Context: an optimization exercise on an open-source flow, tuned for small area. The choices shown serve that exercise and are no tape-out recipe. Function was checked by simulation only, so behaviour that the tests miss may differ from the original.

amber:
Design noc_if_top, start of the top module:
module noc_if_top (
	input  wire                           clk,
	input  wire                           rst_n,
	input  wire                           i_send_req,
	output logic                          o_send_ack,
	input  wire                           i_data_valid,
	input  wire [32-1:0]      i_data,
	input  wire [8-1:0]         i_dst,
	input  wire [5:0]                     i_id,
	input  wire [5:0]                     i_seq_len,
	output logic                          o_req_rx,
	input  wire                           i_ack_rx,
	output logic [63:0]                   o_data_input,        
	output logic                          o_data_input_valid,
	output logic [72:0]                   o_data,              
	output logic                          o_data_valid,
	input  wire [72:0]                    i_flit,              
	input  wire                           i_credit_valid,
	input  wire [1:0]                     i_credit_vc,         
	output logic                          o_credit_valid,
	output logic [1:0]                    o_credit_vc,         
	input  wire [8-1:0]         i_local_id
);
Size: roughly 9000 cells after synthesis, roughly 5300 flip-flops, roughly 290 I/O pins, roughly 0.19 mm² of cells after synthesis.
export LEC_CHECK = 0
export CAP_MARGIN = 10
export CORE_MARGIN = 2
export CORE_UTILIZATION = 55
export CTS_BUF_LIST = sky130_fd_sc_hd__clkbuf_16
export CTS_CLUSTER_DIAMETER = 80
export CTS_CLUSTER_SIZE = 24
export SLEW_MARGIN = 10
export SYNTH_HIERARCHICAL = 1
create_clock -name core_clock -period 10.0 [get_ports {clk}]
standard.sh (not shown) runs the stock make flow with config.mk's settings and CLKGATE_MAP_FILE= SYNTH_SCRIPT=/design/flow/synth_recipe.tcl, a recipe that flattens the netlist after the stock synthesis.
==> flow/flow/run.sh <==
#!/bin/bash
# Layout flow: the standard flow (standard.sh) with two options changed:
#  - clock tree: clusters of up to 24 flip-flops on clkbuf_16 leaves,
#    without dummy balancing loads
#  - port buffers: sky130_fd_sc_hd__buf_1 on every input and output port
# The tool output is in standard.log and in the ORFS logs under orfs/logs.
export CTS_ARGS="-sink_clustering_enable -repair_clock_nets -dont_use_dummy_load -buf_list sky130_fd_sc_hd__clkbuf_16 -sink_clustering_size 24 -sink_clustering_max_diameter 80"
export BUFFER_PORTS_ARGS="-buffer_cell sky130_fd_sc_hd__buf_1"
cp standard.sh standard_sh.txt
bash standard.sh > standard.log 2>&1
#### Input delta (quartz over amber)
# amber
export LEC_CHECK = 0
export CAP_MARGIN = 10
export CORE_MARGIN = 2
export CORE_UTILIZATION = 55
export CTS_BUF_LIST = sky130_fd_sc_hd__clkbuf_16
export CTS_CLUSTER_DIAMETER = 80
export CTS_CLUSTER_SIZE = 24
export SLEW_MARGIN = 10
export SYNTH_HIERARCHICAL = 1
create_clock -name core_clock -period 10.0 [get_ports {clk}]
# quartz
export LEC_CHECK = 0
export CAP_MARGIN = 10
export CORE_MARGIN = 2
export CORE_UTILIZATION = 55
export CTS_BUF_LIST = sky130_fd_sc_hd__clkbuf_16
export CTS_CLUSTER_DIAMETER = 80
export CTS_CLUSTER_SIZE = 30
export SLEW_MARGIN = 10
export SYNTH_HIERARCHICAL = 1
create_clock -name core_clock -period 10.0 [get_ports {clk}]
==> flow/flow/run.sh <==
#!/bin/bash
# Layout flow: the standard flow (standard.sh) with two options changed:
#  - clock tree: clusters of up to 30 flip-flops on clkbuf_16 leaves,
#    without dummy balancing loads
#  - port buffers: sky130_fd_sc_hd__buf_1 on every input and output port
# The tool output is in standard.log and in the ORFS logs under orfs/logs.
export CTS_ARGS="-sink_clustering_enable -repair_clock_nets -dont_use_dummy_load -buf_list sky130_fd_sc_hd__clkbuf_16 -sink_clustering_size 30 -sink_clustering_max_diameter 80"
export BUFFER_PORTS_ARGS="-buffer_cell sky130_fd_sc_hd__buf_1"
cp standard.sh standard_sh.txt
bash standard.sh > standard.log 2>&1
### Flow results
Against amber, quartz comes in 3 lower on length of the first detailed-routing pass in iterations. Relative to amber, the final setup slack of the worst path of quartz is lower by 0.047 ns. quartz finished end to end and its layout was clean on timing, DRC and antenna. amber -> quartz: count of different cell masters after synthesis delta 0, exact match. [compare] base=amber new=quartz: number of inserted filler cells in the final layout moved up, final area shrank by about 0.64%, fmax lower. quartz and amber ended up with nearly the same non-clock buffer count. amber -> quartz: total grt overflow delta 0, exact match. Layout cell share with drive strength beyond 1: quartz vs amber down 0.50 points. [quartz] global-route met2 utilization fell 0.29 points relative to amber.
Modified inputs, cedar compared to quartz
# quartz
export LEC_CHECK = 0
export CAP_MARGIN = 10
export CORE_MARGIN = 2
export CORE_UTILIZATION = 55
export CTS_BUF_LIST = sky130_fd_sc_hd__clkbuf_16
export CTS_CLUSTER_DIAMETER = 80
export CTS_CLUSTER_SIZE = 30
export SLEW_MARGIN = 10
export SYNTH_HIERARCHICAL = 1
create_clock -name core_clock -period 10.0 [get_ports {clk}]
# cedar
export LEC_CHECK = 0
export CAP_MARGIN = 10
export CORE_MARGIN = 2
export CORE_UTILIZATION = 55
export CTS_BUF_LIST = sky130_fd_sc_hd__clkbuf_16
export CTS_CLUSTER_DIAMETER = 80
export CTS_CLUSTER_SIZE = 27
export SLEW_MARGIN = 10
export SYNTH_HIERARCHICAL = 1
create_clock -name core_clock -period 10.0 [get_ports {clk}]
==> flow/flow/run.sh <==
#!/bin/bash
# Layout flow: the standard flow (standard.sh) with two options changed:
#  - clock tree: clusters of up to 27 flip-flops on clkbuf_16 leaves,
#    without dummy balancing loads
#  - port buffers: sky130_fd_sc_hd__buf_1 on every input and output port
# The tool output is in standard.log and in the ORFS logs under orfs/logs.
export CTS_ARGS="-sink_clustering_enable -repair_clock_nets -dont_use_dummy_load -buf_list sky130_fd_sc_hd__clkbuf_16 -sink_clustering_size 27 -sink_clustering_max_diameter 80"
export BUFFER_PORTS_ARGS="-buffer_cell sky130_fd_sc_hd__buf_1"
cp standard.sh standard_sh.txt
bash standard.sh > standard.log 2>&1
- Each of the runs, namely quartz and cedar, reached the end of the flow and came out clean.
- Of quartz and cedar, cedar shows the higher setup slack, with quartz below it.
- Compared with quartz, in cedar sequential fraction of total cell area now sits lower; routed wire length saw little to no change.
- The final cell area excluding filler cells of cedar and that of quartz are within noise of each other.

## afterwards: timing with drivers on the ports
Ports are ideal in the flow. The routed layouts listed here were re-timed in OpenROAD.
Step 1 (the two cells are an assumption about what drives the block):
set clk [get_ports {clk}]
set_driving_cell -lib_cell sky130_fd_sc_hd__clkbuf_16 $clk
set_driving_cell -lib_cell sky130_fd_sc_hd__buf_2 [delete_from_list [all_inputs] $clk]
Step 2 times the ports against the registers' clock, not the clock port: input delays grow and output delays shrink by t, the midpoint of the rising clock arrivals with the driver on.
a / b / c = ideal ports / drivers / drivers and shift; a / b = the first two.
| run | shift t [ns] | setup slack, ns | worst setup path after step 2 | worst register clock-pin slew, ns |
|---|---|---|---|---|
| amber | 1.016 | 2.154 / 2.042 / 3.058 | register to output | 0.10 / 0.10 |
| quartz | 1.043 | 2.108 / 1.998 / 3.041 | register to output | 0.11 / 0.11 |
| cedar | 1.046 | 2.145 / 2.031 / 3.078 | register to output | 0.11 / 0.11 |
After both steps setup and hold are still met in every run listed.
